This is an optimization exercise on Yosys and OpenROAD, whose aim is small area, not a production implementation. Only simulation tests tie the RTL to the original design; equivalence was not proved. Power figures rest on the tool's default switching activity, not on a simulated workload.

Setup of oak:
==> flow/design.v <==
package pipe_scene_pkg;
    typedef logic [23:0] rgb_t;
    localparam logic [15:0] LFSR_SEED = 16'hACE1;
endpackage
module raster_counter (
    input  logic        clk,
    input  logic        rst_i,
    input  logic        cen_i,
    input  logic [1:0]  vh_blank_i,
    input  logic [2:0]  dvh_sync_i,
    output logic [10:0] x_o,
    output logic [10:0] yd_o,
    output logic        active_o,
    output logic        frame_start_o
);
    logic hsync_q;
    logic vsync_q;
    logic hsync_rise;
    logic vsync_rise;
    logic [10:0] x_q;
    logic [10:0] yd_q;
    always_ff @(posedge clk or posedge rst_i) begin
        if (rst_i) begin
            hsync_q <= 1'b0;
            vsync_q <= 1'b0;
        end else begin
            hsync_q <= dvh_sync_i[0];
            vsync_q <= dvh_sync_i[1];
        end
    end
    assign hsync_rise    = dvh_sync_i[0] & ~hsync_q;
    assign vsync_rise    = dvh_sync_i[1] & ~vsync_q;
    assign active_o      = (vh_blank_i == 2'b00);
    assign frame_start_o = vsync_rise;
    always_ff @(posedge clk or posedge rst_i) begin
        if (rst_i) begin
            x_q  <= '0;
            yd_q <= 11'd1767;
        end else if (cen_i) begin
            if (vsync_rise) begin
                x_q  <= '0;
                yd_q <= 11'd1767;
            end else if (hsync_rise) begin
                x_q <= '0;
                if (yd_q != 11'd688) begin
                    yd_q <= yd_q - 11'd1;
                end
            end else if (active_o && (x_q != 11'd1919)) begin
                x_q <= x_q + 11'd1;
            end
        end
    end
    assign x_o  = x_q;
    assign yd_o = yd_q;
endmodule
module pipe_scroller (
    input  logic        clk,
    input  logic        rst_i,
    input  logic        cen_i,
    input  logic        fast_i,
    input  logic        frame_start_i,
    output logic [9:0]  a_o,
    output logic [39:0] gap_o
);
    logic [9:0]  a_q;
    logic [39:0] gap_q;
    logic [15:0] lfsr_q;
    logic        step2_q;
    logic        step;
    logic [9:0]  a1;
    logic [10:0] ac;
    logic        wrap;
    logic        fb1;
    logic        fb2;
    logic [9:0]  v;
    logic        v_ge;
    logic [9:0]  k;
    logic [10:0] hc;
    logic [9:0]  hnew;
    assign step = cen_i & frame_start_i;
    always_comb begin
        a1[0] = a_q[0] ^ ~fast_i;
        ac[1] = a_q[0] & ~fast_i;
        a1[1] = a_q[1] ^ (fast_i | ac[1]);
        ac[2] = a_q[1] & (fast_i | ac[1]);
        for (int i = 2; i < 10; i++) begin
            a1[i]   = a_q[i] ^ ac[i];
            ac[i+1] = a_q[i] & ac[i];
        end
    end
    assign wrap = (a_q == 10'd22) || (a_q == 10'd21 && fast_i);
    assign fb1  = lfsr_q[15] ^ lfsr_q[13] ^ lfsr_q[12] ^ lfsr_q[10];
    assign fb2  = lfsr_q[14] ^ lfsr_q[12] ^ lfsr_q[11] ^ lfsr_q[9];
    assign v    = {lfsr_q[7:0], fb1, fb2};
    assign v_ge = (v >= 10'd681);
    assign k    = v_ge ? 10'd943 : 10'd600;
    always_comb begin
        hc[0] = 1'b0;
        for (int i = 0; i < 10; i++) begin
            hnew[i] = v[i] ^ k[i] ^ hc[i];
            hc[i+1] = (v[i] & k[i]) | (v[i] & hc[i]) | (k[i] & hc[i]);
        end
    end
    always_ff @(posedge clk or posedge rst_i) begin
        if (rst_i) begin
            a_q    <= 10'd494;
            gap_q  <= {10'd980, 10'd740, 10'd16, 10'd820};
        end else if (step) begin
            if (wrap) begin
                a_q   <= (~a_q[0] & fast_i) ? 10'd918 : 10'd917;
                gap_q <= {hnew, gap_q[39:10]};
            end else begin
                a_q   <= a1;
            end
        end
    end
    always_ff @(posedge clk or posedge rst_i) begin
        if (rst_i) begin
            lfsr_q  <= pipe_scene_pkg::LFSR_SEED;
            step2_q <= 1'b0;
        end else begin
            step2_q <= step & wrap;
            if (step || step2_q) begin
                lfsr_q <= {lfsr_q[14:0], fb1};
            end
        end
    end
    assign a_o   = a_q;
    assign gap_o = gap_q;
endmodule
module pixel_composer (
    input  logic        clk,
    input  logic        rst_i,
    input  logic        cen_i,
    input  logic [10:0] x_i,
    input  logic [10:0] yd_i,
    input  logic        active_i,
    input  logic [9:0]  a_i,
    input  logic [39:0] gap_i,
    input  logic [2:0]  dvh_sync_i,
    output logic [2:0]  dvh_sync_o,
    output logic [23:0] vid_rgb_o
);
    logic [9:0]  f;
    logic [10:0] fc;
    logic [1:0]  r;
    logic [5:0]  w;
    logic [6:0]  wb;
    logic        in_win;
    logic        u0, u1, u22;
    logic [9:0]  hsel;
    logic [9:0]  t;
    logic [10:0] tc;
    logic        in_gap;
    logic        hit;
    logic        dark, light;
    logic [7:0]  b_d;
    logic [7:0]  b_q;
    logic [2:0]  sync_q;
    logic        sky;
    always_comb begin
        fc[0] = 1'b0;
        for (int i = 0; i < 10; i++) begin
            f[i]    = (i < 9 ? x_i[i+2] : 1'b0) ^ a_i[i] ^ fc[i];
            fc[i+1] = ((i < 9 ? x_i[i+2] : 1'b0) & a_i[i]) | ((i < 9 ? x_i[i+2] : 1'b0) & fc[i]) | (a_i[i] & fc[i]);
        end
    end
    assign r = f[8:7];
    always_comb begin
        wb[0] = 1'b0;
        for (int i = 0; i < 6; i++) begin
            w[i]    = f[i+1] ^ (i < 2 ? r[i] : 1'b0) ^ wb[i];
            wb[i+1] = (~f[i+1] & ((i < 2 ? r[i] : 1'b0) | wb[i])) | ((i < 2 ? r[i] : 1'b0) & wb[i]);
        end
    end
    assign in_win = ~f[9] & ~wb[6] & ((w <= 6'd10) || (w == 6'd11 && ~f[0] && ~x_i[1]));
    assign u0     = (w == 6'd0) & ~f[0];
    assign u1     = (w == 6'd0) & f[0];
    assign u22    = (w == 6'd11) & ~f[0];
    always_comb begin
        case (r)
            2'd0:    hsel = gap_i[9:0];
            2'd1:    hsel = gap_i[19:10];
            2'd2:    hsel = gap_i[29:20];
            default: hsel = gap_i[39:30];
        endcase
    end
    always_comb begin
        tc[0] = 1'b0;
        for (int i = 0; i < 10; i++) begin
            t[i]    = yd_i[i] ^ hsel[i] ^ tc[i];
            tc[i+1] = (yd_i[i] & hsel[i]) | (yd_i[i] & tc[i]) | (hsel[i] & tc[i]);
        end
    end
    assign in_gap = (t[9:8] == 2'b00) && (t[7:4] != 4'b1111);
    assign hit   = active_i && in_win && !in_gap;
    assign dark  = (u0 && !x_i[1]) || u22;
    assign light = (u0 && x_i[1]) || (u1 && !x_i[1]);
    always_comb begin
        if (hit) begin
            b_d = dark ? 8'h1F : light ? 8'h6A : 8'h30;
        end else if (yd_i <= 11'd727) begin
            b_d = 8'h13;
        end else if (yd_i <= 11'd807) begin
            b_d = 8'h57;
        end else if (yd_i >= 11'd960) begin
            b_d = yd_i[10:3];
        end else begin
            b_d = 8'd120;
        end
    end
    always_ff @(posedge clk or posedge rst_i) begin
        if (rst_i) begin
            b_q    <= '0;
            sync_q <= '0;
        end else if (cen_i) begin
            b_q    <= b_d;
            sync_q <= dvh_sync_i;
        end
    end
    assign sky = b_q[7] | (b_q[6] & b_q[5] & b_q[4] & b_q[3]);
    assign vid_rgb_o[7:0]  = b_q;
    assign vid_rgb_o[8]    = b_q[0] & ~b_q[3] & ~b_q[7];
    assign vid_rgb_o[9]    = sky | (b_q[0] & b_q[6]);
    assign vid_rgb_o[10]   = sky | (b_q[0] & ~b_q[2]);
    assign vid_rgb_o[11]   = sky | (b_q[0] & b_q[6]);
    assign vid_rgb_o[12]   = b_q[5] & ~sky;
    assign vid_rgb_o[13]   = b_q[3] & ~sky;
    assign vid_rgb_o[14]   = b_q[7] | b_q[5] | (b_q[0] ^ b_q[2]);
    assign vid_rgb_o[15]   = b_q[7] | b_q[5] | b_q[2];
    assign vid_rgb_o[16]   = sky | (b_q[0] & ~b_q[6]);
    assign vid_rgb_o[17]   = sky | b_q[1];
    assign vid_rgb_o[18]   = sky | b_q[2];
    assign vid_rgb_o[19]   = b_q[1] & ~sky;
    assign vid_rgb_o[20]   = ~b_q[7] & (b_q[3] ^ b_q[5]);
    assign vid_rgb_o[21]   = ~sky & (b_q[5] | b_q[6]);
    assign vid_rgb_o[22]   = ~b_q[0] & b_q[1] & ~sky;
    assign vid_rgb_o[23]   = sky | (b_q[0] & ~b_q[2]);
    assign dvh_sync_o = sync_q;
endmodule
module pipe_scene_top (
    input  logic                 clk,
    input  logic                 rst_i,
    input  logic                 cen_i,
    input  logic                 fast_i,
    input  logic [1:0]           vh_blank_i,
    input  logic [2:0]           dvh_sync_i,
    output logic [2:0]           dvh_sync_o,
    output pipe_scene_pkg::rgb_t vid_rgb_o
);
    logic [10:0] x;
    logic [10:0] yd;
    logic        active;
    logic        frame_start;
    logic [9:0]  a;
    logic [39:0] gap;
    raster_counter u_raster_counter (
        .clk           (clk),
        .rst_i         (rst_i),
        .cen_i         (cen_i),
        .vh_blank_i    (vh_blank_i),
        .dvh_sync_i    (dvh_sync_i),
        .x_o           (x),
        .yd_o          (yd),
        .active_o      (active),
        .frame_start_o (frame_start)
    );
    pipe_scroller u_pipe_scroller (
        .clk           (clk),
        .rst_i         (rst_i),
        .cen_i         (cen_i),
        .fast_i        (fast_i),
        .frame_start_i (frame_start),
        .a_o           (a),
        .gap_o         (gap)
    );
    pixel_composer u_pixel_composer (
        .clk        (clk),
        .rst_i      (rst_i),
        .cen_i      (cen_i),
        .x_i        (x),
        .yd_i       (yd),
        .active_i   (active),
        .a_i        (a),
        .gap_i      (gap),
        .dvh_sync_i (dvh_sync_i),
        .dvh_sync_o (dvh_sync_o),
        .vid_rgb_o  (vid_rgb_o)
    );
endmodule
make LEC_CHECK=0 CAP_MARGIN=20 CORE_MARGIN=2 CORE_UTILIZATION=40 SLEW_MARGIN=20 finish   # period 16.0 ns
run.sh (not shown) runs the stock make flow with config.mk's settings and CLKGATE_MAP_FILE= SYNTH_SCRIPT=/design/flow/synth_recipe.tcl, a recipe that flattens the netlist after the stock synthesis.
Modified inputs, pine compared to oak
==> flow/flow/run.sh (new file) <==
#!/bin/bash
# Standard ORFS layout with two changes: ports are buffered with the
# smallest buffer, and CTS uses clkbuf_8 without dummy loads.
set -euo pipefail
export BUFFER_PORTS_ARGS="-buffer_cell sky130_fd_sc_hd__buf_1"
export CTS_ARGS="-sink_clustering_enable -repair_clock_nets -dont_use_dummy_load -buf_list sky130_fd_sc_hd__clkbuf_8"
bash standard.sh > standard_flow.log 2>&1
==> flow/standard.sh (new file) <==
#!/bin/bash
# synth_recipe.tcl (not shown) runs the flow's synth.tcl, then flattens the netlist and writes it again
# the make line also repeats each setting of config.mk as NAME=value (left out here)
make -C /OpenROAD-flow-scripts/flow DESIGN_CONFIG=/design/flow/config.mk WORK_HOME=/design/flow/orfs CLKGATE_MAP_FILE= SYNTH_SCRIPT=/design/flow/synth_recipe.tcl "${@:-finish}"
removed: flow/run.sh
==> notes.md <==
In summary, pine completed successfully, with a layout that passed the timing, design-rule and antenna checks. pine -> oak: final sequential cell count delta 0, exact match. Any difference in total routing usage reported by global routing between pine and oak is small enough to ignore. Density: pine sparser than oak. On first-pass iteration count of the detailed router: between oak and pine, it ends up lower for oak. pine vs oak — wire length per cell after detailed routing rose about 1.6%. First-pass GRT wire length deteriorates in pine relative to oak. When the final numbers for oak and pine were put side by side, the final period utilization turned out to be smaller in oak. Compared to oak, pine has number of cells on the worst reg-to-reg path 1 higher.
Input changes introduced in birch (baseline for comparison: pine):
==> flow/flow/run.sh <==
#!/bin/bash
# ORFS layout with three changes from the standard one:
#  - synthesis maps logic with an area-oriented ABC script (flow/abc_area.script)
#    in place of ORFS's speed script; everything else in synthesis, and so every
#    register, is as in the standard synthesis;
#  - ports are buffered with the smallest buffer;
#  - CTS uses clkbuf_8 and no dummy loads.
set -euo pipefail
WORK=$(pwd)
cat > "$WORK/my_synth.tcl" <<TCL
proc abc {args} {
  set i [lsearch -exact \$args -script]
  if {\$i >= 0} { set args [lreplace \$args [expr {\$i+1}] [expr {\$i+1}] $WORK/flow/abc_area.script] }
  yosys abc {*}\$args
}
source $WORK/synth_recipe.tcl
TCL
sed "s#SYNTH_SCRIPT=[^ ]*#SYNTH_SCRIPT=$WORK/my_synth.tcl#" standard.sh > my_standard.sh
grep -q "SYNTH_SCRIPT=$WORK/my_synth.tcl" my_standard.sh
export BUFFER_PORTS_ARGS="-buffer_cell sky130_fd_sc_hd__buf_1"
export CTS_ARGS="-sink_clustering_enable -repair_clock_nets -dont_use_dummy_load -buf_list sky130_fd_sc_hd__clkbuf_8"
bash my_standard.sh > standard_flow.log 2>&1
==> flow/flow/abc_area.script (new file) <==
strash
&get -n
&fraig -x
&deepsyn -T 20
&dch -f
&nf -R 1000 -p
&put
==> notes.md <==
Global-route usage in birch is 0.82 points above pine.
Comparing birch and pine, the lower minimum period implied by the final worst setup slack was measured on pine.
Re count of hold buffers inserted by post-cts repair: no difference whatsoever between birch and pine.
Going from pine to birch, post-layout instance count excluding filler cells dropped about 0.8%; final design area excluding fillers dropped about 5%; register-to-register slack dropped 0.03 ns.
Diff pine -> birch | detail-routed via count per cell | down slightly
Relative to pine, the sequential power of birch is lower by about 4%.
Number of global-route vias before repair was higher in pine than in birch.
birch ended up with a lower met2 layer wire length in the routed design than pine did.
What maple does differently from birch at the input level:
--- a/flow/flow/run.sh
+++ b/flow/flow/run.sh
@@ -2,6 +2,7 @@
 # ORFS layout with three changes from the standard one:
 #  - synthesis maps logic with an area-oriented ABC script (flow/abc_area.script)
-#    in place of ORFS's speed script; everything else in synthesis, and so every
-#    register, is as in the standard synthesis;
+#    in place of ORFS's speed script, and leaves adders to ABC too (no
+#    ADDER_MAP_FILE); everything else in synthesis, and so every register, is as
+#    in the standard synthesis;
 #  - ports are buffered with the smallest buffer;
 #  - CTS uses clkbuf_8 and no dummy loads.
@@ -16,5 +17,5 @@
 source $WORK/synth_recipe.tcl
 TCL
-sed "s#SYNTH_SCRIPT=[^ ]*#SYNTH_SCRIPT=$WORK/my_synth.tcl#" standard.sh > my_standard.sh
+sed "s#SYNTH_SCRIPT=[^ ]*#SYNTH_SCRIPT=$WORK/my_synth.tcl ADDER_MAP_FILE=#" standard.sh > my_standard.sh
 grep -q "SYNTH_SCRIPT=$WORK/my_synth.tcl" my_standard.sh
 export BUFFER_PORTS_ARGS="-buffer_cell sky130_fd_sc_hd__buf_1"
==> flow/flow/abc_area.script <==
strash
&get -n
&fraig -x
&deepsyn -T 20
&put
dch -f
amap
### Flow results
- maple ran to completion and came out clean on the timing, design-rule and antenna checks.
- maple reports its slowest cell on the critical path as sky130_fd_sc_hd__o21ai_0 while birch reports sky130_fd_sc_hd__dfstp_2.
- Changes observed in maple relative to birch: met3 wirelength from detailed routing moved down, count of non-CTS inverters in the layout moved up, worst-case headroom to the max-slew limit moved down, period utilization moved down.

[separate check: timing with driven ports]
How much do the figures lean on ideal ports? The routed layouts below were timed once more, with nothing changed but the port constraints.
Step 1 sets driving cells, clkbuf_16 on the clock port and buf_2 on the other inputs (assumed; they add their load-dependent delay and slew).
Step 2 moves the port delays by t, midway between the first and last clock arrival at a register: inputs arrive t later, outputs are due t later. That takes back most of the time a late clock gives input paths.
Three values: ideal ports, drivers, drivers and shift; two values: the first two.
run | shift t [ns] | setup slack, ns | worst register clock-pin slew, ns | worst slew at a driven data input, ns
oak | 0.393 | 7.353 / 7.353 / 7.353 | 0.08 / 0.08 | 0.03
pine | 0.414 | 7.312 / 7.312 / 7.312 | 0.11 / 0.11 | 0.04
birch | 0.401 | 7.279 / 7.279 / 7.279 | 0.10 / 0.10 | 0.03
maple | 0.402 | 9.384 / 9.395 / 8.992 | 0.09 / 0.09 | 0.03
After both steps setup and hold are still met in every run listed. For maple, which loses most, drivers alone change the setup slack by +0.011 ns; drivers and shift together by -0.392 ns.
